This is an optimization exercise on Yosys and OpenROAD, whose aim is small area and a short achievable clock period, not a production implementation.
Only simulation tests tie the RTL to the original design; equivalence was not proved.
Power figures rest on the tool's default switching activity, not on a simulated workload.

==> sierra <==
==> flow/design.v <==
`timescale 1ns/1ps
`default_nettype none
package ahb_pkg;
   typedef logic [31:0] haddr_t;
   typedef logic [31:0] hdata_t;
   typedef logic [1:0]  htrans_t;
   typedef logic [2:0]  hsize_t;
   typedef logic [3:0]  byte_en_t;       
   localparam htrans_t HTRANS_IDLE   = 2'b00;
   localparam htrans_t HTRANS_BUSY   = 2'b01;
   localparam htrans_t HTRANS_NONSEQ = 2'b10;
   localparam htrans_t HTRANS_SEQ    = 2'b11;
   localparam hsize_t HSIZE_BYTE = 3'b000;
   localparam hsize_t HSIZE_HALF = 3'b001;
   localparam hsize_t HSIZE_WORD = 3'b010;
   typedef struct packed {
      haddr_t  haddr;
      htrans_t htrans;
      logic    hwrite;
      hsize_t  hsize;
      hdata_t  hwdata;    
   } ahb_req_t;
   typedef struct packed {
      hdata_t hrdata;
      logic   hready;
      logic   hresp;      
   } ahb_rsp_t;
   localparam int RSP_BITS = 34;    
endpackage
`default_nettype wire
`timescale 1ns/1ps
`default_nettype none
package soc_map_pkg;
   localparam int MAX_SLAVES = 4;
   typedef logic [1:0] slave_idx_t;
   localparam logic [32*MAX_SLAVES-1:0] SLAVE_BASE = {
      32'h4000_0300,
      32'h4000_0200,
      32'h4000_0100,
      32'h4000_0000
   };
   localparam logic [32*MAX_SLAVES-1:0] SLAVE_MASK = {
      32'hFFFF_FF00,
      32'hFFFF_FF00,
      32'hFFFF_FF00,
      32'hFFFF_FF00
   };
   typedef struct packed {
      logic       valid;    
      logic       miss;     
      slave_idx_t idx;
   } dsel_t;
endpackage
`default_nettype wire
`timescale 1ns/1ps
`default_nettype none
module ahb_fabric (
   input  logic        hclk,
   input  logic        rst,
   input  logic [31:0] haddr,
   input  logic [1:0]  htrans,
   input  logic        hwrite,
   input  logic [2:0]  hsize,
   input  logic [31:0] hwdata,
   output logic [31:0] hrdata,
   output logic        hready,
   output logic        hresp
);
   logic       active;
   logic       mapped;
   logic [3:0] be_d;
   assign active = htrans[1];                         
   assign mapped = (haddr[31:10] == 22'h100000);      
   always_comb begin
      case (hsize)
         3'd0:    be_d = 4'b0001 << haddr[1:0];
         3'd1:    be_d = haddr[1] ? 4'b1100 : 4'b0011;
         default: be_d = 4'b1111;
      endcase
   end
   logic err_q;
   logic hresp_q;
   always_ff @(posedge hclk) begin
      if (rst) begin
         err_q   <= 1'b0;
         hresp_q <= 1'b0;
      end else if (err_q) begin
         err_q   <= 1'b0;       
      end else begin
         err_q   <= active && !mapped;
         hresp_q <= active && !mapped;
      end
   end
   assign hready = !err_q;
   assign hresp  = hresp_q;
   logic       wr_q;
   logic [7:0] wa_q;      
   logic [3:0] wbe_q;
   always_ff @(posedge hclk) begin
      if (rst || err_q) wr_q <= 1'b0;
      else              wr_q <= active && mapped && hwrite;
   end
   always_ff @(posedge hclk) begin
      wa_q  <= haddr[9:2];
      wbe_q <= be_d;
   end
   logic [31:0] mem [256];
   for (genvar w = 0; w < 256; w++) begin : g_word
      for (genvar b = 0; b < 4; b++) begin : g_lane
         always_ff @(posedge hclk) begin
            if (wr_q && wa_q == 8'(w) && wbe_q[b]) mem[w][8*b +: 8] <= hwdata[8*b +: 8];
         end
      end
   end
   logic [31:0] rd_mem;
   logic [3:0]  fwd;
   logic [31:0] rd_q;
   assign rd_mem = mem[haddr[9:2]];
   assign fwd    = (wr_q && wa_q == haddr[9:2]) ? wbe_q : 4'b0000;
   always_ff @(posedge hclk) begin
      for (int b = 0; b < 4; b++)
         rd_q[8*b +: 8] <= fwd[b] ? hwdata[8*b +: 8] : rd_mem[8*b +: 8];
   end
   assign hrdata = rd_q;
endmodule
`default_nettype wire
==> flow/run.sh <==
#!/bin/bash
# synth_recipe.tcl (not shown) runs the flow's synth.tcl, then flattens the netlist and writes it again
# the make line also repeats each setting of config.mk as NAME=value (left out here)
make -C /OpenROAD-flow-scripts/flow DESIGN_CONFIG=/design/flow/config.mk WORK_HOME=/design/flow/orfs CLKGATE_MAP_FILE= SYNTH_SCRIPT=/design/flow/synth_recipe.tcl finish
==> flow/config.mk <==
export PLATFORM = sky130hd
export DESIGN_NAME = ahb_fabric
export DESIGN_NICKNAME = ahb_fabric
export VERILOG_FILES = /design/flow/design.v
export SDC_FILE = /design/flow/constraint.sdc
export NUM_CORES = 4
export LEC_CHECK = 0
export ABC_CLOCK_PERIOD_IN_PS = 2500
export CAP_MARGIN = 20
export CORE_MARGIN = 2
export CORE_UTILIZATION = 55
export SETUP_SLACK_MARGIN = 4.0
export SLEW_MARGIN = 20
==> flow/constraint.sdc <==
create_clock -name core_clock -period 7.5 [get_ports {hclk}]
set_input_delay 1.5000 -clock core_clock [delete_from_list [all_inputs] [get_ports {hclk}]]
set_output_delay 1.5000 -clock core_clock [all_outputs]
set_load 0.01 [all_outputs]
==> amber: changes against sierra <==
==> flow/design.v, changed modules only <==
module ahb_fabric (
   input  logic        hclk,
   input  logic        rst,
   input  logic [31:0] haddr,
   input  logic [1:0]  htrans,
   input  logic        hwrite,
   input  logic [2:0]  hsize,
   input  logic [31:0] hwdata,
   output logic [31:0] hrdata,
   output logic        hready,
   output logic        hresp
);
   logic       active;
   logic       mapped;
   logic [3:0] be_d;
   assign active = htrans[1];                         
   assign mapped = (haddr[31:10] == 22'h100000);      
   always_comb begin
      case (hsize)
         3'd0:    be_d = 4'b0001 << haddr[1:0];
         3'd1:    be_d = haddr[1] ? 4'b1100 : 4'b0011;
         default: be_d = 4'b1111;
      endcase
   end
   logic ready_q;
   logic hresp_q;
   always_ff @(posedge hclk) begin
      if (rst) begin
         ready_q <= 1'b1;
         hresp_q <= 1'b0;
      end else if (!ready_q) begin
         ready_q <= 1'b1;       
      end else begin
         ready_q <= !(active && !mapped);
         hresp_q <= active && !mapped;
      end
   end
   assign hready = ready_q;
   assign hresp  = hresp_q;
   logic       wr_q;
   logic [7:0] wa_q;      
   logic [3:0] wbe_q;
   always_ff @(posedge hclk) begin
      if (rst || !ready_q) wr_q <= 1'b0;
      else                 wr_q <= active && mapped && hwrite;
   end
   always_ff @(posedge hclk) begin
      wa_q  <= haddr[9:2];
      wbe_q <= be_d;
   end
   logic [15:0]  wh, wl;
   logic [255:0] wsel_n;
   logic [3:0]   lane_n;
   logic [3:0]   we   [256];
   logic [3:0]   we_n [256];
   assign wh     = 16'(1) << wa_q[7:4];
   assign wl     = 16'(1) << wa_q[3:0];
   assign lane_n = ~(wbe_q & {4{wr_q}});
   logic [31:0] mem [256];
   logic [31:0] nxt [256];
   for (genvar w = 0; w < 256; w++) begin : g_word
      assign wsel_n[w] = !(wh[w/16] && wl[w%16]);
      ahb_wen u_wen (
         .sel_n  ( wsel_n[w] ),
         .lane_n ( lane_n    ),
         .en     ( we[w]     )
      );
      ahb_inv u_inv (
         .a      ( we[w]     ),
         .y      ( we_n[w]   )
      );
      ahb_hold u_hold (
         .q      ( mem[w]    ),
         .en     ( {{8{we[w][3]}},   {8{we[w][2]}},   {8{we[w][1]}},   {8{we[w][0]}}}   ),
         .en_n   ( {{8{we_n[w][3]}}, {8{we_n[w][2]}}, {8{we_n[w][1]}}, {8{we_n[w][0]}}} ),
         .d      ( hwdata    ),
         .y      ( nxt[w]    )
      );
      always_ff @(posedge hclk) mem[w] <= nxt[w];
   end
   logic [15:0]  rh, rl;
   logic [255:0] rsel_n;           
   logic [31:0]  rd_mem;
   logic [3:0]   fwd;
   logic [31:0]  rd_q;
   assign rh = 16'(1) << haddr[9:6];
   assign rl = 16'(1) << haddr[5:2];
   for (genvar w = 0; w < 256; w++) begin : g_rsel
      assign rsel_n[w] = !(rh[w/16] && rl[w%16]);
   end
   logic [31:0]  pair_w [128];     
   for (genvar p = 0; p < 128; p++) begin : g_pair
      ahb_rsel2 u_rsel (
         .s0_n ( {32{rsel_n[2*p]}}   ),
         .s1_n ( {32{rsel_n[2*p+1]}} ),
         .d0   ( mem[2*p]            ),
         .d1   ( mem[2*p+1]          ),
         .y    ( pair_w[p]           )
      );
   end
   logic [31:0] lvl1 [64];
   logic [31:0] lvl2 [32];
   logic [31:0] lvl3 [16];
   logic [31:0] lvl4 [8];
   logic [31:0] lvl5 [4];
   logic [31:0] lvl6 [2];
   logic [31:0] lvl7;
   for (genvar n = 0; n < 64; n++) begin : g_l1
      ahb_nor2 u_g ( .a ( pair_w[2*n] ), .b ( pair_w[2*n+1] ), .y ( lvl1[n] ) );
   end
   for (genvar n = 0; n < 32; n++) begin : g_l2
      ahb_nand2 u_g ( .a ( lvl1[2*n] ), .b ( lvl1[2*n+1] ), .y ( lvl2[n] ) );
   end
   for (genvar n = 0; n < 16; n++) begin : g_l3
      ahb_nor2 u_g ( .a ( lvl2[2*n] ), .b ( lvl2[2*n+1] ), .y ( lvl3[n] ) );
   end
   for (genvar n = 0; n < 8; n++) begin : g_l4
      ahb_nand2 u_g ( .a ( lvl3[2*n] ), .b ( lvl3[2*n+1] ), .y ( lvl4[n] ) );
   end
   for (genvar n = 0; n < 4; n++) begin : g_l5
      ahb_nor2 u_g ( .a ( lvl4[2*n] ), .b ( lvl4[2*n+1] ), .y ( lvl5[n] ) );
   end
   for (genvar n = 0; n < 2; n++) begin : g_l6
      ahb_nand2 u_g ( .a ( lvl5[2*n] ), .b ( lvl5[2*n+1] ), .y ( lvl6[n] ) );
   end
   ahb_nor2 u_l7 ( .a ( lvl6[0] ), .b ( lvl6[1] ), .y ( lvl7 ) );
   assign rd_mem = lvl7;
   assign fwd = (wr_q && wa_q == haddr[9:2]) ? wbe_q : 4'b0000;
   always_ff @(posedge hclk) begin
      for (int b = 0; b < 4; b++)
         rd_q[8*b +: 8] <= fwd[b] ? hwdata[8*b +: 8] : rd_mem[8*b +: 8];
   end
   assign hrdata = rd_q;
endmodule
module ahb_hold (
   input  logic [31:0] q,
   input  logic [31:0] en,      
   input  logic [31:0] en_n,
   input  logic [31:0] d,
   output logic [31:0] y
);
   assign y = (q & en_n) | (d & en);
endmodule
module ahb_wen (
   input  logic       sel_n,
   input  logic [3:0] lane_n,
   output logic [3:0] en
);
   assign en = ~({4{sel_n}} | lane_n);
endmodule
module ahb_inv (
   input  logic [3:0] a,
   output logic [3:0] y
);
   assign y = ~a;
endmodule
module ahb_rsel2 (
   input  logic [31:0] s0_n,    
   input  logic [31:0] s1_n,
   input  logic [31:0] d0,
   input  logic [31:0] d1,
   output logic [31:0] y
);
   assign y = ~((s0_n | d0) & (s1_n | d1));
endmodule
module ahb_nor2 (
   input  logic [31:0] a,
   input  logic [31:0] b,
   output logic [31:0] y
);
   assign y = ~(a | b);
endmodule
module ahb_nand2 (
   input  logic [31:0] a,
   input  logic [31:0] b,
   output logic [31:0] y
);
   assign y = ~(a & b);
endmodule
==> flow/flow/run.sh (new file) <==
#!/bin/bash
# The standard layout, with plain buffers on the ports: ORFS otherwise picks
# clkdlybuf4s50_1 for them, and the footprint rule keeps repair from sizing
# the output ones.
set -euo pipefail
export BUFFER_PORTS_ARGS="-buffer_cell sky130_fd_sc_hd__buf_4"
bash standard.sh finish > orfs_make.log 2>&1
==> flow/standard.sh (new file) <==
#!/bin/bash
# synth_recipe.tcl (not shown) runs the flow's synth.tcl, then flattens the netlist and writes it again
# the make line also repeats each setting of config.mk as NAME=value (left out here)
make -C /OpenROAD-flow-scripts/flow DESIGN_CONFIG=/design/flow/config.mk WORK_HOME=/design/flow/orfs CLKGATE_MAP_FILE= SYNTH_SCRIPT=/design/flow/synth_recipe.tcl "${@:-finish}"
--- a/flow/config.mk
+++ b/flow/config.mk
@@ -9,5 +9,10 @@
 export CAP_MARGIN = 20
 export CORE_MARGIN = 2
-export CORE_UTILIZATION = 55
-export SETUP_SLACK_MARGIN = 4.0
+export CORE_UTILIZATION = 45
+export CTS_CLUSTER_DIAMETER = 80
+export CTS_CLUSTER_SIZE = 30
+export SETUP_SLACK_MARGIN = 4.3
 export SLEW_MARGIN = 20
+export SYNTH_HIERARCHICAL = 1
+export SYNTH_MINIMUM_KEEP_SIZE = 0
+export TNS_END_PERCENT = 2
removed: flow/run.sh
==> qor summary <==
quantity                                                                                   sierra                     amber
Cell count after synthesis                                                                  17.7k                     27.4k
Adder-cell share of the synthesized area                                                 0.00325%                        0%
Compound-gate portion of the synthesized area                                               11.2%                     33.8%
Net count after synthesis                                                                   17.8k                     27.5k
Standard cell area after detailed placement                                            331000 um2                305000 um2
Final estimated routing congestion in global placement                                       1.20                     0.948
Outcome                                                                    stopped before the end           failed layout checks
Stage where the flow stopped                                                              5_1_grt                         -
Reasons for failing layout checks                                                               -                slew limit
Cell type with the highest aggregate area in the netlist                sky130_fd_sc_hd__edfxtp_1  sky130_fd_sc_hd__dfxtp_1
Die boundary width                                                                         752 um                    805 um
Share of the yosys chip area belonging to registers                                         80.2%                     57.2%
Count of cell types in the netlist                                                             80                        27
# Post-CTS Setup Buffers                                                                      707                        76
Starting Density                                                                            55.3%                     45.1%
Most used DFF post-synth                                                sky130_fd_sc_hd__edfxtp_1  sky130_fd_sc_hd__dfxtp_1
Post-place setup slack                                                                   0.369 ns                   1.42 ns
Post-synthesis share of cell area spent on and, or, nand and nor gates                      6.66%                     7.49%
Count of warnings emitted by yosys                                                              2                        19
CTS H-tree lvls                                                                                 6                         5
Area fraction of the dominant cell type after synthesis                                     79.9%                     57.2%


==> inputs of nickel <==
ahb_fabric, a different RTL version from the one above (not shown whole).
==> module ahb_fabric, before the edit <==
module ahb_fabric (
   input  logic        hclk,
   input  logic        rst,
   input  logic [31:0] haddr,
   input  logic [1:0]  htrans,
   input  logic        hwrite,
   input  logic [2:0]  hsize,
   input  logic [31:0] hwdata,
   output logic [31:0] hrdata,
   output logic        hready,
   output logic        hresp
);
   logic       active;
   logic       mapped;
   logic [3:0] be_d;
   assign active = htrans[1];                         
   assign mapped = (haddr[31:10] == 22'h100000);      
   always_comb begin
      case (hsize)
         3'd0:    be_d = 4'b0001 << haddr[1:0];
         3'd1:    be_d = haddr[1] ? 4'b1100 : 4'b0011;
         default: be_d = 4'b1111;
      endcase
   end
   logic ready_q;
   logic hresp_q;
   always_ff @(posedge hclk) begin
      if (rst) begin
         ready_q <= 1'b1;
         hresp_q <= 1'b0;
      end else if (!ready_q) begin
         ready_q <= 1'b1;       
      end else begin
         ready_q <= !(active && !mapped);
         hresp_q <= active && !mapped;
      end
   end
   assign hready = ready_q;
   assign hresp  = hresp_q;
   logic        wr_d;
   logic        wr_q;
   logic [7:0]  wa_q;      
   logic [3:0]  wbe_q;
   logic [15:0] wh_q;
   logic [3:0]  wl_q [16];
   assign wr_d = !rst && ready_q && active && mapped && hwrite;
   always_ff @(posedge hclk) begin
      wr_q  <= wr_d;
      wa_q  <= haddr[9:2];
      wbe_q <= be_d;
      for (int x = 0; x < 16; x++) begin
         wh_q[x] <= wr_d && (haddr[9:6] == 4'(x));
         wl_q[x] <= (haddr[5:2] == 4'(x)) ? be_d : 4'b0000;
      end
   end
   logic [3:0]   we   [256];
   logic [3:0]   we_n [256];
   logic [31:0] mem [256];
   logic [31:0] nxt [256];
   for (genvar w = 0; w < 256; w++) begin : g_word
      ahb_wen u_wen (
         .sel    ( wh_q[w/16]  ),
         .lane   ( wl_q[w%16]  ),
         .en_n   ( we_n[w]     )
      );
      ahb_inv u_inv (
         .a      ( we_n[w]     ),
         .y      ( we[w]       )
      );
      ahb_hold u_hold (
         .q      ( mem[w]    ),
         .en     ( {{8{we[w][3]}},   {8{we[w][2]}},   {8{we[w][1]}},   {8{we[w][0]}}}   ),
         .en_n   ( {{8{we_n[w][3]}}, {8{we_n[w][2]}}, {8{we_n[w][1]}}, {8{we_n[w][0]}}} ),
         .d      ( hwdata    ),
         .y      ( nxt[w]    )
      );
      always_ff @(posedge hclk) mem[w] <= nxt[w];
   end
   logic [15:0]  rh, rl;
   logic [255:0] rsel_n;           
   logic [31:0]  rd_mem;
   logic [3:0]   fwd;
   logic [31:0]  rd_q;
   assign rh = 16'(1) << haddr[9:6];
   assign rl = 16'(1) << haddr[5:2];
   for (genvar w = 0; w < 256; w++) begin : g_rsel
      assign rsel_n[w] = !(rh[w/16] && rl[w%16]);
   end
   logic [31:0]  pair_w [128];     
   for (genvar p = 0; p < 128; p++) begin : g_pair
      ahb_rsel2 u_rsel (
         .s0_n ( {32{rsel_n[2*p]}}   ),
         .s1_n ( {32{rsel_n[2*p+1]}} ),
         .d0   ( mem[2*p]            ),
         .d1   ( mem[2*p+1]          ),
         .y    ( pair_w[p]           )
      );
   end
   logic [31:0] lvl1 [64];
   logic [31:0] lvl2 [32];
   logic [31:0] lvl3 [16];
   logic [31:0] lvl4 [8];
   logic [31:0] lvl5 [4];
   logic [31:0] lvl6 [2];
   logic [31:0] lvl7;
   for (genvar n = 0; n < 64; n++) begin : g_l1
      ahb_nor2 u_g ( .a ( pair_w[2*n] ), .b ( pair_w[2*n+1] ), .y ( lvl1[n] ) );
   end
   for (genvar n = 0; n < 32; n++) begin : g_l2
      ahb_nand2 u_g ( .a ( lvl1[2*n] ), .b ( lvl1[2*n+1] ), .y ( lvl2[n] ) );
   end
   for (genvar n = 0; n < 16; n++) begin : g_l3
      ahb_nor2 u_g ( .a ( lvl2[2*n] ), .b ( lvl2[2*n+1] ), .y ( lvl3[n] ) );
   end
   for (genvar n = 0; n < 8; n++) begin : g_l4
      ahb_nand2 u_g ( .a ( lvl3[2*n] ), .b ( lvl3[2*n+1] ), .y ( lvl4[n] ) );
   end
   for (genvar n = 0; n < 4; n++) begin : g_l5
      ahb_nor2 u_g ( .a ( lvl4[2*n] ), .b ( lvl4[2*n+1] ), .y ( lvl5[n] ) );
   end
   for (genvar n = 0; n < 2; n++) begin : g_l6
      ahb_nand2 u_g ( .a ( lvl5[2*n] ), .b ( lvl5[2*n+1] ), .y ( lvl6[n] ) );
   end
   ahb_nor2 u_l7 ( .a ( lvl6[0] ), .b ( lvl6[1] ), .y ( lvl7 ) );
   assign rd_mem = lvl7;
   assign fwd = (wr_q && wa_q == haddr[9:2]) ? wbe_q : 4'b0000;
   always_ff @(posedge hclk) begin
      for (int b = 0; b < 4; b++)
         rd_q[8*b +: 8] <= fwd[b] ? hwdata[8*b +: 8] : rd_mem[8*b +: 8];
   end
   assign hrdata = rd_q;
endmodule
==> module ahb_wen, before the edit <==
module ahb_wen (
   input  logic       sel,
   input  logic [3:0] lane,
   output logic [3:0] en_n
);
   assign en_n = ~({4{sel}} & lane);
endmodule
==> module ahb_nor2, before the edit <==
module ahb_nor2 (
   input  logic [31:0] a,
   input  logic [31:0] b,
   output logic [31:0] y
);
   assign y = ~(a | b);
endmodule
==> module ahb_nand2, before the edit <==
module ahb_nand2 (
   input  logic [31:0] a,
   input  logic [31:0] b,
   output logic [31:0] y
);
   assign y = ~(a & b);
endmodule
export LEC_CHECK = 0
export ABC_CLOCK_PERIOD_IN_PS = 2500
export CAP_MARGIN = 40
export CORE_MARGIN = 2
export CORE_UTILIZATION = 35
export CTS_CLUSTER_DIAMETER = 80
export CTS_CLUSTER_SIZE = 25
export SETUP_SLACK_MARGIN = 4.5
export SLEW_MARGIN = 40
export SYNTH_HIERARCHICAL = 1
export SYNTH_MINIMUM_KEEP_SIZE = 0
export TNS_END_PERCENT = 2
create_clock -name core_clock -period 7.5 [get_ports {hclk}]
standard.sh (not shown) runs the stock make flow with config.mk's settings and CLKGATE_MAP_FILE= SYNTH_SCRIPT=/design/flow/synth_recipe.tcl, a recipe that flattens the netlist after the stock synthesis.
==> flow/flow/run.sh <==
#!/bin/bash
# The standard layout, with plain buffers on the ports: ORFS otherwise picks
# clkdlybuf4s50_1 for them, and the footprint rule keeps repair from sizing
# the output ones.
set -euo pipefail
export BUFFER_PORTS_ARGS="-buffer_cell sky130_fd_sc_hd__buf_4"
bash standard.sh finish > orfs_make.log 2>&1
==> onyx (differences from nickel) <==
==> flow/design.v, changed modules only <==
module ahb_fabric (
   input  logic        hclk,
   input  logic        rst,
   input  logic [31:0] haddr,
   input  logic [1:0]  htrans,
   input  logic        hwrite,
   input  logic [2:0]  hsize,
   input  logic [31:0] hwdata,
   output logic [31:0] hrdata,
   output logic        hready,
   output logic        hresp
);
   logic       active;
   logic       mapped;
   logic [3:0] be_d;
   assign active = htrans[1];                         
   assign mapped = (haddr[31:10] == 22'h100000);      
   always_comb begin
      case (hsize)
         3'd0:    be_d = 4'b0001 << haddr[1:0];
         3'd1:    be_d = haddr[1] ? 4'b1100 : 4'b0011;
         default: be_d = 4'b1111;
      endcase
   end
   logic ready_q;
   logic hresp_q;
   always_ff @(posedge hclk) begin
      if (rst) begin
         ready_q <= 1'b1;
         hresp_q <= 1'b0;
      end else if (!ready_q) begin
         ready_q <= 1'b1;       
      end else begin
         ready_q <= !(active && !mapped);
         hresp_q <= active && !mapped;
      end
   end
   assign hready = ready_q;
   assign hresp  = hresp_q;
   logic       wr_q;
   logic [7:0] wa_q;      
   logic [3:0] wbe_q;
   always_ff @(posedge hclk) begin
      if (rst || !ready_q) wr_q <= 1'b0;
      else                 wr_q <= active && mapped && hwrite;
   end
   always_ff @(posedge hclk) begin
      wa_q  <= haddr[9:2];
      wbe_q <= be_d;
   end
   logic [15:0]  wh, wl;
   logic [255:0] wsel_n;
   logic [3:0]   lane_n;
   logic [3:0]   we   [256];
   logic [3:0]   we_n [256];
   assign wh     = 16'(1) << wa_q[7:4];
   assign wl     = 16'(1) << wa_q[3:0];
   assign lane_n = ~(wbe_q & {4{wr_q}});
   logic [31:0] mem [256];
   logic [31:0] nxt [256];
   for (genvar w = 0; w < 256; w++) begin : g_word
      assign wsel_n[w] = !(wh[w/16] && wl[w%16]);
      ahb_wen u_wen (
         .sel_n  ( wsel_n[w] ),
         .lane_n ( lane_n    ),
         .en     ( we[w]     )
      );
      ahb_inv u_inv (
         .a      ( we[w]     ),
         .y      ( we_n[w]   )
      );
      ahb_hold u_hold (
         .q      ( mem[w]    ),
         .en     ( {{8{we[w][3]}},   {8{we[w][2]}},   {8{we[w][1]}},   {8{we[w][0]}}}   ),
         .en_n   ( {{8{we_n[w][3]}}, {8{we_n[w][2]}}, {8{we_n[w][1]}}, {8{we_n[w][0]}}} ),
         .d      ( hwdata    ),
         .y      ( nxt[w]    )
      );
      always_ff @(posedge hclk) mem[w] <= nxt[w];
   end
   logic [15:0]  rh, rl;
   logic [255:0] rsel_n;           
   logic [127:0] pair_n [32];      
   logic [31:0]  rd_mem;
   logic [3:0]   fwd;
   logic [31:0]  rd_q;
   assign rh = 16'(1) << haddr[9:6];
   assign rl = 16'(1) << haddr[5:2];
   for (genvar w = 0; w < 256; w++) begin : g_rsel
      assign rsel_n[w] = !(rh[w/16] && rl[w%16]);
   end
   logic [31:0]  pair_w [128];     
   for (genvar p = 0; p < 128; p++) begin : g_pair
      ahb_rsel2 u_rsel (
         .s0_n ( {32{rsel_n[2*p]}}   ),
         .s1_n ( {32{rsel_n[2*p+1]}} ),
         .d0   ( mem[2*p]            ),
         .d1   ( mem[2*p+1]          ),
         .y    ( pair_w[p]           )
      );
      for (genvar i = 0; i < 32; i++) begin : g_bit
         assign pair_n[i][p] = pair_w[p][i];
      end
   end
   for (genvar i = 0; i < 32; i++) begin : g_rbit
      assign rd_mem[i] = !(|pair_n[i]);
   end
   assign fwd = (wr_q && wa_q == haddr[9:2]) ? wbe_q : 4'b0000;
   always_ff @(posedge hclk) begin
      for (int b = 0; b < 4; b++)
         rd_q[8*b +: 8] <= fwd[b] ? hwdata[8*b +: 8] : rd_mem[8*b +: 8];
   end
   assign hrdata = rd_q;
endmodule
module ahb_wen (
   input  logic       sel_n,
   input  logic [3:0] lane_n,
   output logic [3:0] en
);
   assign en = ~({4{sel_n}} | lane_n);
endmodule
// module ahb_nor2 removed
// module ahb_nand2 removed
==> flow/run.sh (new file) <==
#!/bin/bash
# synth_recipe.tcl (not shown) runs the flow's synth.tcl, then flattens the netlist and writes it again
# the make line also repeats each setting of config.mk as NAME=value (left out here)
make -C /OpenROAD-flow-scripts/flow DESIGN_CONFIG=/design/flow/config.mk WORK_HOME=/design/flow/orfs CLKGATE_MAP_FILE= SYNTH_SCRIPT=/design/flow/synth_recipe.tcl finish
CAP_MARGIN = 20   (was 40)
CORE_UTILIZATION = 40   (was 35)
CTS_CLUSTER_DIAMETER = default   (was 80)
CTS_CLUSTER_SIZE = default   (was 25)
SETUP_SLACK_MARGIN = 4.3   (was 4.5)
SLEW_MARGIN = 20   (was 40)
removed: flow/flow/run.sh
removed: flow/standard.sh
==> willow (differences from nickel) <==
==> flow/design.v, changed modules only <==
module ahb_fabric (
   input  logic        hclk,
   input  logic        rst,
   input  logic [31:0] haddr,
   input  logic [1:0]  htrans,
   input  logic        hwrite,
   input  logic [2:0]  hsize,
   input  logic [31:0] hwdata,
   output logic [31:0] hrdata,
   output logic        hready,
   output logic        hresp
);
   logic       active;
   logic       mapped;
   logic [3:0] be_d;
   assign active = htrans[1];                         
   assign mapped = (haddr[31:10] == 22'h100000);      
   always_comb begin
      case (hsize)
         3'd0:    be_d = 4'b0001 << haddr[1:0];
         3'd1:    be_d = haddr[1] ? 4'b1100 : 4'b0011;
         default: be_d = 4'b1111;
      endcase
   end
   logic ready_q;
   logic hresp_q;
   always_ff @(posedge hclk) begin
      if (rst) begin
         ready_q <= 1'b1;
         hresp_q <= 1'b0;
      end else if (!ready_q) begin
         ready_q <= 1'b1;       
      end else begin
         ready_q <= !(active && !mapped);
         hresp_q <= active && !mapped;
      end
   end
   assign hready = ready_q;
   assign hresp  = hresp_q;
   logic       wr_q;
   logic [7:0] wa_q;      
   logic [3:0] wbe_q;
   always_ff @(posedge hclk) begin
      if (rst || !ready_q) wr_q <= 1'b0;
      else                 wr_q <= active && mapped && hwrite;
   end
   always_ff @(posedge hclk) begin
      wa_q  <= haddr[9:2];
      wbe_q <= be_d;
   end
   logic [15:0]  wh, wl;
   logic [255:0] wsel_n;
   logic [3:0]   lane_n;
   logic [3:0]   we   [256];
   logic [3:0]   we_n [256];
   assign wh     = 16'(1) << wa_q[7:4];
   assign wl     = 16'(1) << wa_q[3:0];
   assign lane_n = ~(wbe_q & {4{wr_q}});
   logic [31:0] mem [256];
   logic [31:0] nxt [256];
   for (genvar w = 0; w < 256; w++) begin : g_word
      assign wsel_n[w] = !(wh[w/16] && wl[w%16]);
      ahb_wen u_wen (
         .sel_n  ( wsel_n[w] ),
         .lane_n ( lane_n    ),
         .en     ( we[w]     )
      );
      ahb_inv u_inv (
         .a      ( we[w]     ),
         .y      ( we_n[w]   )
      );
      ahb_hold u_hold (
         .q      ( mem[w]    ),
         .en     ( {{8{we[w][3]}},   {8{we[w][2]}},   {8{we[w][1]}},   {8{we[w][0]}}}   ),
         .en_n   ( {{8{we_n[w][3]}}, {8{we_n[w][2]}}, {8{we_n[w][1]}}, {8{we_n[w][0]}}} ),
         .d      ( hwdata    ),
         .y      ( nxt[w]    )
      );
      always_ff @(posedge hclk) mem[w] <= nxt[w];
   end
   logic [15:0]  rh, rl;
   logic [255:0] rsel_n;           
   logic [127:0] pair_n [32];      
   logic [31:0]  rd_mem;
   logic [3:0]   fwd;
   logic [31:0]  rd_q;
   assign rh = 16'(1) << haddr[9:6];
   assign rl = 16'(1) << haddr[5:2];
   for (genvar w = 0; w < 256; w++) begin : g_rsel
      assign rsel_n[w] = !(rh[w/16] && rl[w%16]);
   end
   logic [31:0]  pair_w [128];     
   for (genvar p = 0; p < 128; p++) begin : g_pair
      ahb_rsel2 u_rsel (
         .s0_n ( {32{rsel_n[2*p]}}   ),
         .s1_n ( {32{rsel_n[2*p+1]}} ),
         .d0   ( mem[2*p]            ),
         .d1   ( mem[2*p+1]          ),
         .y    ( pair_w[p]           )
      );
      for (genvar i = 0; i < 32; i++) begin : g_bit
         assign pair_n[i][p] = pair_w[p][i];
      end
   end
   for (genvar i = 0; i < 32; i++) begin : g_rbit
      assign rd_mem[i] = !(|pair_n[i]);
   end
   assign fwd = (wr_q && wa_q == haddr[9:2]) ? wbe_q : 4'b0000;
   always_ff @(posedge hclk) begin
      for (int b = 0; b < 4; b++)
         rd_q[8*b +: 8] <= fwd[b] ? hwdata[8*b +: 8] : rd_mem[8*b +: 8];
   end
   assign hrdata = rd_q;
endmodule
module ahb_wen (
   input  logic       sel_n,
   input  logic [3:0] lane_n,
   output logic [3:0] en
);
   assign en = ~({4{sel_n}} | lane_n);
endmodule
// module ahb_nor2 removed
// module ahb_nand2 removed
==> flow/run.sh (new file) <==
#!/bin/bash
# synth_recipe.tcl (not shown) runs the flow's synth.tcl, then flattens the netlist and writes it again
# the make line also repeats each setting of config.mk as NAME=value (left out here)
make -C /OpenROAD-flow-scripts/flow DESIGN_CONFIG=/design/flow/config.mk WORK_HOME=/design/flow/orfs CLKGATE_MAP_FILE= SYNTH_SCRIPT=/design/flow/synth_recipe.tcl finish
CAP_MARGIN = 20   (was 40)
CORE_UTILIZATION = 45   (was 35)
CTS_CLUSTER_SIZE = 30   (was 25)
SETUP_SLACK_MARGIN = 4.3   (was 4.5)
SLEW_MARGIN = 20   (was 40)
removed: flow/flow/run.sh
removed: flow/standard.sh
==> metrics.md <==
| Metric | Value |
|---|---|
| Status | `no timing/DRC/antenna violations` |
| Clk latency of the worst-skew pair | `~1.2 ns` |
| Flop pwr share | `0.580` |
| Internal Power | `about 56 mW` |
| Die area | `between 600,000 and 700,000 um^2` |
| Mean Syn Cell Area | `11.4 um^2` |
| Crit-path max cell delay | `approximately 0.67 ns` |
| Post-Syn Instances | `24,700` |
| P_seq | `between 40 and 50 mW` |
That was willow.
==> metrics.md <==
| Metric | Value |
|---|---|
| Status | `no timing/DRC/antenna violations` |
| WL final | `between 1,000,000 and 1,500,000 um` |
| Switching Power | `18.1 mW` |
| Worst VDD drop | `~0.20 mV` |
| Layout cell share with drive strength beyond 1 | `0.0718` |
| Post-Syn Instances | `27,200` |
| Crit-path max cell delay | `0.27 ns` |
| Die area | `around 830,000 um^2` |
| Critical Path Sink | `rd_q[17]$_DFF_P_` |
| Mean Syn Cell Area | `10.6 um^2` |
| P_seq | `between 40 and 50 mW` |
| Post-synth top area share | `0.576` |
| Clk latency of the worst-skew pair | `1.14 ns` |
| Flop pwr share | `0.605` |
That was nickel.
==> metrics.md <==
| Metric | Value |
|---|---|
| Status | `no timing/DRC/antenna violations` |
| Die area | `about 710,000 um^2` |
| Mean Syn Cell Area | `between 10 and 15 um^2` |
| Crit-path max cell delay | `0.70 ns` |
| Flop pwr share | `0.483` |
| P_seq | `44.1 mW` |
| Internal Power | `approximately 70 mW` |
| # resized after CTS | `around 1,800` |
That was onyx.

[re-timing with driven ports]
In the flow no input, the clock included, has a driving cell. The finished layouts below were timed again as built, in two steps. Step 1 sets driving cells, clkbuf_16 on the clock port and buf_2 on the other inputs (assumed; they add their load-dependent delay and slew). Step 2 also shifts input and output timing later by t, the mid clock arrival at the registers, as if the neighbouring blocks saw the same clock. Slacks: ideal ports / drivers / drivers and shift; pairs: ideal ports / drivers.
| run | t (ns) | slack for setup (ns) | hold slack, ns | worst setup path at the end | slew at the worst register clock pin (ns) |
|---|---|---|---|---|---|
| amber | 1.239 | 3.988 / 3.845 / 2.606 | 0.490 / 0.427 / 0.490 | input to register | 0.12 / 0.12 |
| nickel | 1.245 | 4.067 / 3.888 / 2.643 | 0.487 / 0.416 / 0.487 | input to register | 0.11 / 0.11 |
| onyx | 1.284 | 3.501 / 3.423 / 2.139 | 0.448 / 0.448 / 0.448 | input to register | 0.07 / 0.07 |
| willow | 1.227 | 3.646 / 3.369 / 2.142 | 0.462 / 0.462 / 0.462 | input to register | 0.12 / 0.12 |
The setup slack of willow, which loses most, moves by -0.277 ns with the drivers and by -1.504 ns with both steps.
